Source: an optimization exercise on an open RTL-to-GDS flow (aim: small area, a short achievable clock period and few clock cycles per item). Production flows keep margins and buffers that such runs may drop.
Where RTL was checked, it was by simulation tests only, not by an equivalence proof against the original.
Power is estimated from default activity; no workload was simulated.

==> zinc: inputs <==
## signed_integer_to_radix_digits_core
module signed_integer_to_radix_digits_core (
  input  wire logic        clk,
  input  wire logic        rst_n,
  input  wire logic        in_tvalid,
  output logic             in_tready,
  input  wire logic [31:0] in_tdata,      
  output logic             out_tvalid,
  input  wire logic        out_tready,
  output logic [7:0]       out_tdata,     
  output logic             out_tlast,
  input  wire logic        cfg_psel,
  input  wire logic        cfg_penable,
  input  wire logic        cfg_pwrite,
  input  wire logic [4:0]  cfg_paddr,
  input  wire logic [63:0] cfg_pwdata,
  output logic [63:0]      cfg_prdata,
  output logic             cfg_pready
);
  logic [LEN_W-1:0] base_length_r;
  logic [63:0]      symbols_low_r;
  logic [63:0]      symbols_high_r;
  logic [127:0]     symbols;
  logic             cfg_wr;
  logic             flush;
  assign cfg_pready = 1'b1;
  assign cfg_wr     = cfg_psel && cfg_penable && cfg_pwrite;
  assign flush      = !rst_n || cfg_wr;
  assign symbols    = {symbols_high_r, symbols_low_r};
  always_ff @(posedge clk) begin
    if (!rst_n) begin
      base_length_r  <= '0;
      symbols_low_r  <= '0;
      symbols_high_r <= '0;
    end else if (cfg_wr) begin
      case (cfg_paddr[4:3])
        2'd0: base_length_r  <= cfg_pwdata[LEN_W-1:0];
        2'd1: symbols_low_r  <= cfg_pwdata;
        2'd2: symbols_high_r <= cfg_pwdata;
        default: ;
      endcase
    end
  end
  always_ff @(posedge clk) begin
    case (cfg_paddr[4:3])
      2'd0:    cfg_prdata <= {59'd0, base_length_r};
      2'd1:    cfg_prdata <= symbols_low_r;
      2'd2:    cfg_prdata <= symbols_high_r;
      default: cfg_prdata <= '0;
    endcase
  end
  logic       cf_m2, cf_m3, cf_m4, cf_odd, cf_ok;
  logic [2:0] cf_off;
  logic [3:0] cf_k0, cf_k1;
  always_ff @(posedge clk) begin
    logic [4:0] rr;
    logic [4:0] off;
    rr = (base_length_r == 5'd2 || base_length_r == 5'd4) ? 5'd16 :
         (base_length_r == 5'd3) ? 5'd9 : base_length_r;
    off = 5'd8 - ((rr + 5'd1) >> 1);
    cf_m2  <= (base_length_r == 5'd2);
    cf_m3  <= (base_length_r == 5'd3);
    cf_m4  <= (base_length_r == 5'd4);
    cf_odd <= rr[0];
    cf_off <= off[2:0];
    cf_k0  <= 4'(5'd0 - off);
    cf_k1  <= 4'(5'd0 - off - rr);
    cf_ok  <= (base_length_r >= 5'd2) && (base_length_r <= 5'd16);
  end
  ...
==> module signed_integer_to_radix_digits_core, before the edit <==
module signed_integer_to_radix_digits_core (
  input  wire logic        clk,
  input  wire logic        rst_n,
  input  wire logic        in_tvalid,
  output logic             in_tready,
  input  wire logic [31:0] in_tdata,      
  output logic             out_tvalid,
  input  wire logic        out_tready,
  output logic [7:0]       out_tdata,     
  output logic             out_tlast,
  input  wire logic        cfg_psel,
  input  wire logic        cfg_penable,
  input  wire logic        cfg_pwrite,
  input  wire logic [4:0]  cfg_paddr,
  input  wire logic [63:0] cfg_pwdata,
  output logic [63:0]      cfg_prdata,
  output logic             cfg_pready
);
  logic [LEN_W-1:0] base_length_r;
  logic [63:0]      symbols_low_r;
  logic [63:0]      symbols_high_r;
  logic [127:0]     symbols;
  logic             cfg_wr;
  logic             flush;
  assign cfg_pready = 1'b1;
  assign cfg_wr     = cfg_psel && cfg_penable && cfg_pwrite;
  assign flush      = !rst_n || cfg_wr;
  assign symbols    = {symbols_high_r, symbols_low_r};
  always_ff @(posedge clk) begin
    if (!rst_n) begin
      base_length_r  <= '0;
      symbols_low_r  <= '0;
      symbols_high_r <= '0;
    end else if (cfg_wr) begin
      case (cfg_paddr[4:3])
        2'd0: base_length_r  <= cfg_pwdata[LEN_W-1:0];
        2'd1: symbols_low_r  <= cfg_pwdata;
        2'd2: symbols_high_r <= cfg_pwdata;
        default: ;
      endcase
    end
  end
  always_ff @(posedge clk) begin
    case (cfg_paddr[4:3])
      2'd0:    cfg_prdata <= {59'd0, base_length_r};
      2'd1:    cfg_prdata <= symbols_low_r;
      2'd2:    cfg_prdata <= symbols_high_r;
      default: cfg_prdata <= '0;
    endcase
  end
  logic       cf_m2, cf_m3, cf_m4, cf_odd, cf_ok;
  logic [2:0] cf_off;
  logic [3:0] cf_k0, cf_k1;
  always_ff @(posedge clk) begin
    logic [4:0] rr;
    logic [4:0] off;
    rr = (base_length_r == 5'd2 || base_length_r == 5'd4) ? 5'd16 :
         (base_length_r == 5'd3) ? 5'd9 : base_length_r;
    off = 5'd8 - ((rr + 5'd1) >> 1);
    cf_m2  <= (base_length_r == 5'd2);
    cf_m3  <= (base_length_r == 5'd3);
    cf_m4  <= (base_length_r == 5'd4);
    cf_odd <= rr[0];
    cf_off <= off[2:0];
    cf_k0  <= 4'(5'd0 - off);
    cf_k1  <= 4'(5'd0 - off - rr);
    cf_ok  <= (base_length_r >= 5'd2) && (base_length_r <= 5'd16);
  end
  logic                chk_busy, chk_done, chk_bad;
  logic [3:0]          chk_idx;
  logic [SYM_W-1:0]    sym_val;
  logic                copy, res_v, res_neg;
  logic [NCELL*4-1:0]  cells;
  sird_front u_check (
    .clk         (clk),
    .rst_n       (rst_n),
    .cfg_wr      (cfg_wr),
    .base_length (base_length_r),
    .symbols     (symbols),
    .sym_val     (sym_val),
    .chk_busy    (chk_busy),
    .chk_idx     (chk_idx),
    .chk_done    (chk_done),
    .chk_bad     (chk_bad)
  );
  sird_queue u_conv (
    .clk       (clk),
    .flush     (flush),
    .in_tvalid (in_tvalid),
    .in_tready (in_tready),
    .in_tdata  (in_tdata),
    .cf_off    (cf_off),
    .cf_k0   (cf_k0),
    .cf_k1   (cf_k1),
    .cf_odd  (cf_odd),
    .copy    (copy),
    .res_v   (res_v),
    .res_neg (res_neg),
    .cells   (cells)
  );
  sird_back u_emit (
    .clk        (clk),
    .flush      (flush),
    .rst_n      (rst_n),
    .cf_m2      (cf_m2),
    .cf_m3      (cf_m3),
    .cf_m4      (cf_m4),
    .cf_off     (cf_off),
    .symbols    (symbols),
    .res_v      (res_v),
    .res_neg    (res_neg),
    .cells      (cells),
    .chk_done   (chk_done),
    .table_ok   (cf_ok && !chk_bad),
    .chk_busy   (chk_busy),
    .chk_idx    (chk_idx),
    .copy       (copy),
    .sym_val    (sym_val),
    .out_tvalid (out_tvalid),
    .out_tready (out_tready),
    .out_tdata  (out_tdata),
    .out_tlast  (out_tlast)
  );
endmodule
clock: 12.0 ns
lec_check: 0
abc_area: 1
cap_margin: 20
core_margin: 2
core_utilization: 40
slew_margin: 20
standard.sh (not shown) runs the stock make flow with config.mk's settings and CLKGATE_MAP_FILE= SYNTH_SCRIPT=/design/flow/synth_recipe.tcl, a recipe that flattens the netlist after the stock synthesis.
==> flow/flow/run.sh <==
#!/bin/bash
set -euo pipefail
bash standard.sh SETUP_SLACK_MARGIN=7 finish > standard_flow.log 2>&1
==> violet (differences from zinc) <==
--- a/flow/design.v
+++ b/flow/design.v
@@ -115,60 +115,40 @@
       r[4*i +: 4] = {u[2:0], cy[i]} + (cy[i+1] ? k1 : k0);
     end
     dd_step = r;
   endfunction
   logic          m_busy, m_started, m_neg;
   logic [31:0]   m_r;
   logic [5:0]    m_cnt;
-  logic          step, last_step, m_load;
-  logic          m_busy_n, res_v_n;
-  logic [5:0]    m_cnt_n;
-  logic          sk16, sk8, sk4;
-  logic [31:0]   nzv;          
-  logic [32:0]   nzi;          
-  logic          nz31_r, nz30_r, nz28_r, nz24_r, nz16_r;
+  logic          skip, can_step, last_step, m_load;
+  logic [31:0]   nz;           
   logic [KSTEP-1:0] abits;     
-  logic          z16, z8, z4;  
+  logic          top_zero;
   logic [CW-1:0] cells_run, cells_first, cells_nxt;
   always_comb begin
-    nzv[0] = 1'b0;
-    for (int i = 1; i < 32; i++) nzv[i] = nzv[i-1] | m_r[i-1];
-    nzi[0] = 1'b0;
-    for (int i = 1; i < 33; i++) nzi[i] = nzi[i-1] | in_tdata[i-1];
-    abits[KSTEP-1] = m_r[31] ^ (m_neg & nz31_r);
-    abits[KSTEP-2] = m_r[30] ^ (m_neg & nz30_r);
-    z16 = (m_neg && nz16_r) ? (m_r[31:16] == 16'hFFFF) : (m_r[31:16] == 16'h0000);
-    z8  = (m_neg && nz24_r) ? (m_r[31:24] == 8'hFF)    : (m_r[31:24] == 8'h00);
-    z4  = (m_neg && nz28_r) ? (m_r[31:28] == 4'hF)     : (m_r[31:28] == 4'h0);
-  end
-  assign sk16      = m_busy && !m_started && z16 && (m_cnt > 6'd16);
-  assign sk8       = m_busy && !m_started && !sk16 && z8 && (m_cnt > 6'd8);
-  assign sk4       = m_busy && !m_started && !sk16 && !sk8 && z4 && (m_cnt > 6'd4);
-  assign step      = m_busy && !sk16 && !sk8 && !sk4 && (!res_v || copy);
-  assign last_step = step && (m_cnt == 6'(KSTEP));
+    nz[0] = 1'b0;
+    for (int i = 1; i < 32; i++) nz[i] = nz[i-1] | m_r[i-1];
+    for (int k = 0; k < KSTEP; k++) abits[KSTEP-1-k] = m_r[31-k] ^ (m_neg & nz[31-k]);
+    top_zero = m_neg ? (nz[24] ? (m_r[31:24] == 8'hFF) : (m_r[31:24] == 8'h00))
+                     : (m_r[31:24] == 8'h00);
+  end
+  assign skip      = m_busy && !m_started && top_zero && (m_cnt > 6'd8);
+  assign can_step  = m_busy && !skip && (!res_v || copy);
+  assign last_step = can_step && (m_cnt == 6'(KSTEP));
+  assign in_tready = !m_busy || ((m_cnt == 6'(KSTEP)) && !res_v);
   assign m_load    = in_tvalid && in_tready;
   always_comb begin
     cells_run = cells;
     for (int k = 0; k < KSTEP; k++) begin
       cells_run = dd_step(cells_run, abits[KSTEP-1-k], cf_k0, cf_k1, cf_odd);
     end
     for (int i = 0; i < NCELL; i++) cells_first[4*i +: 4] = {1'b0, cf_off};
     cells_first[3:0] = 4'({1'b0, cf_off} + 4'(abits));
     cells_nxt = m_started ? cells_run : cells_first;
   end
-  always_comb begin
-    m_busy_n = m_load ? 1'b1 : (last_step ? 1'b0 : m_busy);
-    res_v_n  = last_step ? 1'b1 : (copy ? 1'b0 : res_v);
-    m_cnt_n  = m_load ? 6'd32 : sk16 ? m_cnt - 6'd16 : sk8 ? m_cnt - 6'd8 :
-               sk4 ? m_cnt - 6'd4 : step ? m_cnt - 6'd2 : m_cnt;
-  end
-  always_ff @(posedge clk) begin
-    if (flush) in_tready <= 1'b1;
-    else       in_tready <= !m_busy_n || (m_cnt_n == 6'd2 && !res_v_n);
-  end
   always_ff @(posedge clk) begin
     if (flush) begin
       m_busy <= 1'b0;
       res_v  <= 1'b0;
     end else begin
       if (m_load)         m_busy <= 1'b1;
       else if (last_step) m_busy <= 1'b0;
@@ -178,54 +158,23 @@
   end
   always_ff @(posedge clk) begin
     if (m_load) begin
       m_r       <= in_tdata;
       m_cnt     <= 6'd32;
       m_started <= 1'b0;
       m_neg     <= in_tdata[31];
-      nz31_r    <= nzi[31];
-      nz30_r    <= nzi[30];
-      nz28_r    <= nzi[28];
-      nz24_r    <= nzi[24];
-      nz16_r    <= nzi[16];
-    end else if (sk16) begin
-      m_r    <= {m_r[15:0], 16'd0};
-      m_cnt  <= m_cnt - 6'd16;
-      nz31_r <= nzv[15];
-      nz30_r <= nzv[14];
-      nz28_r <= nzv[12];
-      nz24_r <= nzv[8];
-      nz16_r <= nzv[0];
-    end else if (sk8) begin
-      m_r    <= {m_r[23:0], 8'd0};
-      m_cnt  <= m_cnt - 6'd8;
-      nz31_r <= nzv[23];
-      nz30_r <= nzv[22];
-      nz28_r <= nzv[20];
-      nz24_r <= nzv[16];
-      nz16_r <= nzv[8];
-    end else if (sk4) begin
-      m_r    <= {m_r[27:0], 4'd0};
-      m_cnt  <= m_cnt - 6'd4;
-      nz31_r <= nzv[27];
-      nz30_r <= nzv[26];
-      nz28_r <= nzv[24];
-      nz24_r <= nzv[20];
-      nz16_r <= nzv[12];
-    end else if (step) begin
-      m_r       <= {m_r[29:0], 2'd0};
-      m_cnt     <= m_cnt - 6'd2;
+    end else if (skip) begin
+      m_r   <= {m_r[23:0], 8'd0};
+      m_cnt <= m_cnt - 6'd8;
+    end else if (can_step) begin
+      m_r       <= m_r << KSTEP;
+      m_cnt     <= m_cnt - 6'(KSTEP);
       m_started <= 1'b1;
-      nz31_r    <= nzv[29];
-      nz30_r    <= nzv[28];
-      nz28_r    <= nzv[26];
-      nz24_r    <= nzv[22];
-      nz16_r    <= nzv[14];
     end
-    if (step)      cells   <= cells_nxt;
+    if (can_step)  cells   <= cells_nxt;
     if (last_step) res_neg <= m_neg;
   end
 endmodule
 `default_nettype wire
 `default_nettype none
 import sird_pkg::*;
 module sird_back (
@@ -252,15 +201,15 @@
   output logic                      out_tlast
 );
   localparam int CW = NCELL * 4;
   logic          e_v, e_sign;
   logic [CW-1:0] e_cells;
   logic [3:0]    e_i;
   logic [1:0]    e_j;
-  logic [3:0]    e_digit;
+  logic [3:0]    e_val, e_digit;
   logic          e_lastpos, e_fin;
   logic [1:0]    jmax;
   logic [3:0]    i0, topv;
   logic [1:0]    j0;
   logic [1:0]    q_cnt;          
   logic [5:0]    q0, q1;         
   logic [5:0]    q_new;
@@ -273,46 +222,37 @@
   assign push      = e_v && f_adv;
   assign pop       = out_load && (q_cnt != 2'd0);
   assign e_lastpos = (e_i == 4'd0) && (e_j == 2'd0);
   assign e_fin     = e_v && f_adv && !e_sign && e_lastpos;
   assign copy      = res_v && chk_done && (!e_v || e_fin);
   assign jmax      = cf_m2 ? 2'd3 : ((cf_m3 || cf_m4) ? 2'd1 : 2'd0);
   always_comb begin
-    i0   = '0;
-    topv = cells[3:0];
+    logic [3:0] u;
+    i0 = '0;
+    u  = cells[3:0];
     for (int i = 1; i < NCELL; i++) begin
       if (cells[4*i +: 4] != {1'b0, cf_off}) begin
-        i0   = 4'(i);
-        topv = cells[4*i +: 4];
+        i0 = 4'(i);
+        u  = cells[4*i +: 4];
       end
     end
+    topv = u - {1'b0, cf_off};
     if (cf_m2)      j0 = topv[3] ? 2'd3 : topv[2] ? 2'd2 : topv[1] ? 2'd1 : 2'd0;
     else if (cf_m4) j0 = (topv[3:2] != 2'd0) ? 2'd1 : 2'd0;
-    else if (cf_m3) j0 = (topv >= 4'd6) ? 2'd1 : 2'd0;
+    else if (cf_m3) j0 = (topv >= 4'd3) ? 2'd1 : 2'd0;
     else            j0 = 2'd0;
   end
   always_comb begin
-    logic [3:0] u;
-    logic [1:0] hi3, lo3;
-    u = e_cells[{e_i, 2'b00} +: 4];
-    case (u)
-      4'd3:    begin hi3 = 2'd0; lo3 = 2'd0; end
-      4'd4:    begin hi3 = 2'd0; lo3 = 2'd1; end
-      4'd5:    begin hi3 = 2'd0; lo3 = 2'd2; end
-      4'd6:    begin hi3 = 2'd1; lo3 = 2'd0; end
-      4'd7:    begin hi3 = 2'd1; lo3 = 2'd1; end
-      4'd8:    begin hi3 = 2'd1; lo3 = 2'd2; end
-      4'd9:    begin hi3 = 2'd2; lo3 = 2'd0; end
-      4'd10:   begin hi3 = 2'd2; lo3 = 2'd1; end
-      default: begin hi3 = 2'd2; lo3 = 2'd2; end
-    endcase
-    if (cf_m2)      e_digit = {3'd0, u[e_j]};
-    else if (cf_m4) e_digit = e_j[0] ? {2'd0, u[3:2]} : {2'd0, u[1:0]};
-    else if (cf_m3) e_digit = {2'd0, e_j[0] ? hi3 : lo3};
-    else            e_digit = u - {1'b0, cf_off};
+    logic [1:0] q3;
+    e_val = e_cells[{e_i, 2'b00} +: 4] - {1'b0, cf_off};
+    q3    = (e_val >= 4'd6) ? 2'd2 : (e_val >= 4'd3) ? 2'd1 : 2'd0;
+    if (cf_m2)      e_digit = {3'd0, e_val[e_j]};
+    else if (cf_m4) e_digit = e_j[0] ? {2'd0, e_val[3:2]} : {2'd0, e_val[1:0]};
+    else if (cf_m3) e_digit = e_j[0] ? {2'd0, q3} : 4'(e_val - 4'(3 * q3));
+    else            e_digit = e_val;
   end
   assign q_new = {e_sign, !e_sign && e_lastpos, e_digit};
   always_ff @(posedge clk) begin
     if (flush) begin
       e_v   <= 1'b0;
       q_cnt <= 2'd0;
     end else begin
@@ -389,14 +329,15 @@
 );
   logic [LEN_W-1:0] base_length_r;
   logic [63:0]      symbols_low_r;
   logic [63:0]      symbols_high_r;
   logic [127:0]     symbols;
   logic             cfg_wr;
   logic             flush;
+  logic [2:0]       rsel_r;
   assign cfg_pready = 1'b1;
   assign cfg_wr     = cfg_psel && cfg_penable && cfg_pwrite;
   assign flush      = !rst_n || cfg_wr;
   assign symbols    = {symbols_high_r, symbols_low_r};
   always_ff @(posedge clk) begin
     if (!rst_n) begin
       base_length_r  <= '0;
@@ -408,21 +349,21 @@
         2'd1: symbols_low_r  <= cfg_pwdata;
         2'd2: symbols_high_r <= cfg_pwdata;
         default: ;
       endcase
     end
   end
   always_ff @(posedge clk) begin
-    case (cfg_paddr[4:3])
-      2'd0:    cfg_prdata <= {59'd0, base_length_r};
-      2'd1:    cfg_prdata <= symbols_low_r;
-      2'd2:    cfg_prdata <= symbols_high_r;
-      default: cfg_prdata <= '0;
-    endcase
-  end
+    rsel_r[0] <= (cfg_paddr[4:3] == 2'd0);
+    rsel_r[1] <= (cfg_paddr[4:3] == 2'd1);
+    rsel_r[2] <= (cfg_paddr[4:3] == 2'd2);
+  end
+  assign cfg_prdata = ({64{rsel_r[0]}} & {59'd0, base_length_r})
+                    | ({64{rsel_r[1]}} & symbols_low_r)
+                    | ({64{rsel_r[2]}} & symbols_high_r);
   logic       cf_m2, cf_m3, cf_m4, cf_odd, cf_ok;
   logic [2:0] cf_off;
   logic [3:0] cf_k0, cf_k1;
   always_ff @(posedge clk) begin
     logic [4:0] rr;
     logic [4:0] off;
     rr = (base_length_r == 5'd2 || base_length_r == 5'd4) ? 5'd16 :
==> flow/run.sh (new file) <==
#!/bin/bash
# synth_recipe.tcl (not shown) runs the flow's synth.tcl, then flattens the netlist and writes it again
# the make line also repeats each setting of config.mk as NAME=value (left out here)
make -C /OpenROAD-flow-scripts/flow DESIGN_CONFIG=/design/flow/config.mk WORK_HOME=/design/flow/orfs CLKGATE_MAP_FILE= SYNTH_SCRIPT=/design/flow/synth_recipe.tcl finish
ABC_AREA = default   (was 1)
removed: flow/flow/run.sh
removed: flow/standard.sh
==> amber (differences from zinc) <==
--- a/flow/design.v
+++ b/flow/design.v
@@ -389,14 +389,15 @@
 );
   logic [LEN_W-1:0] base_length_r;
   logic [63:0]      symbols_low_r;
   logic [63:0]      symbols_high_r;
   logic [127:0]     symbols;
   logic             cfg_wr;
   logic             flush;
+  logic [2:0]       rsel_r;
   assign cfg_pready = 1'b1;
   assign cfg_wr     = cfg_psel && cfg_penable && cfg_pwrite;
   assign flush      = !rst_n || cfg_wr;
   assign symbols    = {symbols_high_r, symbols_low_r};
   always_ff @(posedge clk) begin
     if (!rst_n) begin
       base_length_r  <= '0;
@@ -408,21 +409,21 @@
         2'd1: symbols_low_r  <= cfg_pwdata;
         2'd2: symbols_high_r <= cfg_pwdata;
         default: ;
       endcase
     end
   end
   always_ff @(posedge clk) begin
-    case (cfg_paddr[4:3])
-      2'd0:    cfg_prdata <= {59'd0, base_length_r};
-      2'd1:    cfg_prdata <= symbols_low_r;
-      2'd2:    cfg_prdata <= symbols_high_r;
-      default: cfg_prdata <= '0;
-    endcase
+    rsel_r[0] <= (cfg_paddr[4:3] == 2'd0);
+    rsel_r[1] <= (cfg_paddr[4:3] == 2'd1);
+    rsel_r[2] <= (cfg_paddr[4:3] == 2'd2);
   end
+  assign cfg_prdata = ({64{rsel_r[0]}} & {59'd0, base_length_r})
+                    | ({64{rsel_r[1]}} & symbols_low_r)
+                    | ({64{rsel_r[2]}} & symbols_high_r);
   logic       cf_m2, cf_m3, cf_m4, cf_odd, cf_ok;
   logic [2:0] cf_off;
   logic [3:0] cf_k0, cf_k1;
   always_ff @(posedge clk) begin
     logic [4:0] rr;
     logic [4:0] off;
     rr = (base_length_r == 5'd2 || base_length_r == 5'd4) ? 5'd16 :
CORE_UTILIZATION = 60   (was 40)
PLACE_DENSITY = 0.75   (was default)
==> harbor (differences from zinc) <==
--- a/flow/design.v
+++ b/flow/design.v
@@ -116,16 +116,14 @@
     end
     dd_step = r;
   endfunction
   logic          m_busy, m_started, m_neg;
   logic [31:0]   m_r;
   logic [5:0]    m_cnt;
   logic          step, last_step, m_load;
-  logic          m_busy_n, res_v_n;
-  logic [5:0]    m_cnt_n;
   logic          sk16, sk8, sk4;
   logic [31:0]   nzv;          
   logic [32:0]   nzi;          
   logic          nz31_r, nz30_r, nz28_r, nz24_r, nz16_r;
   logic [KSTEP-1:0] abits;     
   logic          z16, z8, z4;  
   logic [CW-1:0] cells_run, cells_first, cells_nxt;
@@ -141,34 +139,25 @@
     z4  = (m_neg && nz28_r) ? (m_r[31:28] == 4'hF)     : (m_r[31:28] == 4'h0);
   end
   assign sk16      = m_busy && !m_started && z16 && (m_cnt > 6'd16);
   assign sk8       = m_busy && !m_started && !sk16 && z8 && (m_cnt > 6'd8);
   assign sk4       = m_busy && !m_started && !sk16 && !sk8 && z4 && (m_cnt > 6'd4);
   assign step      = m_busy && !sk16 && !sk8 && !sk4 && (!res_v || copy);
   assign last_step = step && (m_cnt == 6'(KSTEP));
+  assign in_tready = !m_busy || ((m_cnt == 6'(KSTEP)) && !res_v);
   assign m_load    = in_tvalid && in_tready;
   always_comb begin
     cells_run = cells;
     for (int k = 0; k < KSTEP; k++) begin
       cells_run = dd_step(cells_run, abits[KSTEP-1-k], cf_k0, cf_k1, cf_odd);
     end
     for (int i = 0; i < NCELL; i++) cells_first[4*i +: 4] = {1'b0, cf_off};
     cells_first[3:0] = 4'({1'b0, cf_off} + 4'(abits));
     cells_nxt = m_started ? cells_run : cells_first;
   end
-  always_comb begin
-    m_busy_n = m_load ? 1'b1 : (last_step ? 1'b0 : m_busy);
-    res_v_n  = last_step ? 1'b1 : (copy ? 1'b0 : res_v);
-    m_cnt_n  = m_load ? 6'd32 : sk16 ? m_cnt - 6'd16 : sk8 ? m_cnt - 6'd8 :
-               sk4 ? m_cnt - 6'd4 : step ? m_cnt - 6'd2 : m_cnt;
-  end
-  always_ff @(posedge clk) begin
-    if (flush) in_tready <= 1'b1;
-    else       in_tready <= !m_busy_n || (m_cnt_n == 6'd2 && !res_v_n);
-  end
   always_ff @(posedge clk) begin
     if (flush) begin
       m_busy <= 1'b0;
       res_v  <= 1'b0;
     end else begin
       if (m_load)         m_busy <= 1'b1;
       else if (last_step) m_busy <= 1'b0;
@@ -252,15 +241,15 @@
   output logic                      out_tlast
 );
   localparam int CW = NCELL * 4;
   logic          e_v, e_sign;
   logic [CW-1:0] e_cells;
   logic [3:0]    e_i;
   logic [1:0]    e_j;
-  logic [3:0]    e_digit;
+  logic [3:0]    e_val, e_digit;
   logic          e_lastpos, e_fin;
   logic [1:0]    jmax;
   logic [3:0]    i0, topv;
   logic [1:0]    j0;
   logic [1:0]    q_cnt;          
   logic [5:0]    q0, q1;         
   logic [5:0]    q_new;
@@ -273,46 +262,37 @@
   assign push      = e_v && f_adv;
   assign pop       = out_load && (q_cnt != 2'd0);
   assign e_lastpos = (e_i == 4'd0) && (e_j == 2'd0);
   assign e_fin     = e_v && f_adv && !e_sign && e_lastpos;
   assign copy      = res_v && chk_done && (!e_v || e_fin);
   assign jmax      = cf_m2 ? 2'd3 : ((cf_m3 || cf_m4) ? 2'd1 : 2'd0);
   always_comb begin
-    i0   = '0;
-    topv = cells[3:0];
+    logic [3:0] u;
+    i0 = '0;
+    u  = cells[3:0];
     for (int i = 1; i < NCELL; i++) begin
       if (cells[4*i +: 4] != {1'b0, cf_off}) begin
-        i0   = 4'(i);
-        topv = cells[4*i +: 4];
+        i0 = 4'(i);
+        u  = cells[4*i +: 4];
       end
     end
+    topv = u - {1'b0, cf_off};
     if (cf_m2)      j0 = topv[3] ? 2'd3 : topv[2] ? 2'd2 : topv[1] ? 2'd1 : 2'd0;
     else if (cf_m4) j0 = (topv[3:2] != 2'd0) ? 2'd1 : 2'd0;
-    else if (cf_m3) j0 = (topv >= 4'd6) ? 2'd1 : 2'd0;
+    else if (cf_m3) j0 = (topv >= 4'd3) ? 2'd1 : 2'd0;
     else            j0 = 2'd0;
   end
   always_comb begin
-    logic [3:0] u;
-    logic [1:0] hi3, lo3;
-    u = e_cells[{e_i, 2'b00} +: 4];
-    case (u)
-      4'd3:    begin hi3 = 2'd0; lo3 = 2'd0; end
-      4'd4:    begin hi3 = 2'd0; lo3 = 2'd1; end
-      4'd5:    begin hi3 = 2'd0; lo3 = 2'd2; end
-      4'd6:    begin hi3 = 2'd1; lo3 = 2'd0; end
-      4'd7:    begin hi3 = 2'd1; lo3 = 2'd1; end
-      4'd8:    begin hi3 = 2'd1; lo3 = 2'd2; end
-      4'd9:    begin hi3 = 2'd2; lo3 = 2'd0; end
-      4'd10:   begin hi3 = 2'd2; lo3 = 2'd1; end
-      default: begin hi3 = 2'd2; lo3 = 2'd2; end
-    endcase
-    if (cf_m2)      e_digit = {3'd0, u[e_j]};
-    else if (cf_m4) e_digit = e_j[0] ? {2'd0, u[3:2]} : {2'd0, u[1:0]};
-    else if (cf_m3) e_digit = {2'd0, e_j[0] ? hi3 : lo3};
-    else            e_digit = u - {1'b0, cf_off};
+    logic [1:0] q3;
+    e_val = e_cells[{e_i, 2'b00} +: 4] - {1'b0, cf_off};
+    q3    = (e_val >= 4'd6) ? 2'd2 : (e_val >= 4'd3) ? 2'd1 : 2'd0;
+    if (cf_m2)      e_digit = {3'd0, e_val[e_j]};
+    else if (cf_m4) e_digit = e_j[0] ? {2'd0, e_val[3:2]} : {2'd0, e_val[1:0]};
+    else if (cf_m3) e_digit = e_j[0] ? {2'd0, q3} : 4'(e_val - 4'(3 * q3));
+    else            e_digit = e_val;
   end
   assign q_new = {e_sign, !e_sign && e_lastpos, e_digit};
   always_ff @(posedge clk) begin
     if (flush) begin
       e_v   <= 1'b0;
       q_cnt <= 2'd0;
     end else begin
@@ -389,14 +369,15 @@
 );
   logic [LEN_W-1:0] base_length_r;
   logic [63:0]      symbols_low_r;
   logic [63:0]      symbols_high_r;
   logic [127:0]     symbols;
   logic             cfg_wr;
   logic             flush;
+  logic [2:0]       rsel_r;
   assign cfg_pready = 1'b1;
   assign cfg_wr     = cfg_psel && cfg_penable && cfg_pwrite;
   assign flush      = !rst_n || cfg_wr;
   assign symbols    = {symbols_high_r, symbols_low_r};
   always_ff @(posedge clk) begin
     if (!rst_n) begin
       base_length_r  <= '0;
@@ -408,21 +389,21 @@
         2'd1: symbols_low_r  <= cfg_pwdata;
         2'd2: symbols_high_r <= cfg_pwdata;
         default: ;
       endcase
     end
   end
   always_ff @(posedge clk) begin
-    case (cfg_paddr[4:3])
-      2'd0:    cfg_prdata <= {59'd0, base_length_r};
-      2'd1:    cfg_prdata <= symbols_low_r;
-      2'd2:    cfg_prdata <= symbols_high_r;
-      default: cfg_prdata <= '0;
-    endcase
-  end
+    rsel_r[0] <= (cfg_paddr[4:3] == 2'd0);
+    rsel_r[1] <= (cfg_paddr[4:3] == 2'd1);
+    rsel_r[2] <= (cfg_paddr[4:3] == 2'd2);
+  end
+  assign cfg_prdata = ({64{rsel_r[0]}} & {59'd0, base_length_r})
+                    | ({64{rsel_r[1]}} & symbols_low_r)
+                    | ({64{rsel_r[2]}} & symbols_high_r);
   logic       cf_m2, cf_m3, cf_m4, cf_odd, cf_ok;
   logic [2:0] cf_off;
   logic [3:0] cf_k0, cf_k1;
   always_ff @(posedge clk) begin
     logic [4:0] rr;
     logic [4:0] off;
     rr = (base_length_r == 5'd2 || base_length_r == 5'd4) ? 5'd16 :
==> run summary <==
The highest final cell count belongs to zinc, the lowest to violet.
Between harbor and violet, the lower register-to-register slack is in violet (gap 3.3 ns).
Non-clock buffer count: zinc > harbor > amber > violet.
Between zinc and amber, the lower flip-flop and latch count is in amber (gap 61).
Of amber and harbor, amber has the higher hold slack (gap 0.0041 ns).
The lowest total power belongs to violet, the highest to zinc.
Sequential share of layout area, highest first: violet, zinc, amber, harbor.
Between violet and amber, the lower critical path depth is in violet (gap 4).
The lowest synthesized cell count belongs to violet, the highest to zinc.
Global-route usage, highest first: amber, harbor, zinc, violet.
Worst setup slack: violet < amber < harbor < zinc.
Testbench counts of amber, summed over its fixed seeds: cycles 28,469, items 2,048.
No functional check of the RTL was part of zinc, violet and harbor.

[what the ideal ports hide]
The flow's constraints put no driver on any port. The routed layouts listed below were extracted and timed again, unchanged, in two steps. Step 1 assumes that a clkbuf_16 drives the clock port and a buf_2 every other input. Step 2 also shifts input and output timing later by t, the mid clock arrival at the registers, as if the neighbouring blocks saw the same clock. Slacks: no drivers / after step 1 / after step 2; pairs: no drivers / after step 1.
| run | shift t [ns] | slack for setup (ns) | worst setup path at the end | worst data-port slew with drivers (ns) | pins driven straight from the clock port |
|---|---|---|---|---|---|
| zinc | 0.672 | 6.805 / 6.805 / 6.635 | input to register | 0.06 | 1 |
| violet | 0.642 | 3.508 / 3.508 / 3.508 | register to register | 0.06 | 1 |
| amber | 0.657 | 6.343 / 6.343 / 6.343 | register to register | 0.06 | 1 |
| harbor | 0.633 | 6.804 / 6.804 / 6.804 | register to register | 0.14 | 1 |
After both steps setup and hold are still met in every run listed. The setup slack of zinc, which loses most, moves by 0.000 ns with the drivers and by -0.170 ns with both steps.
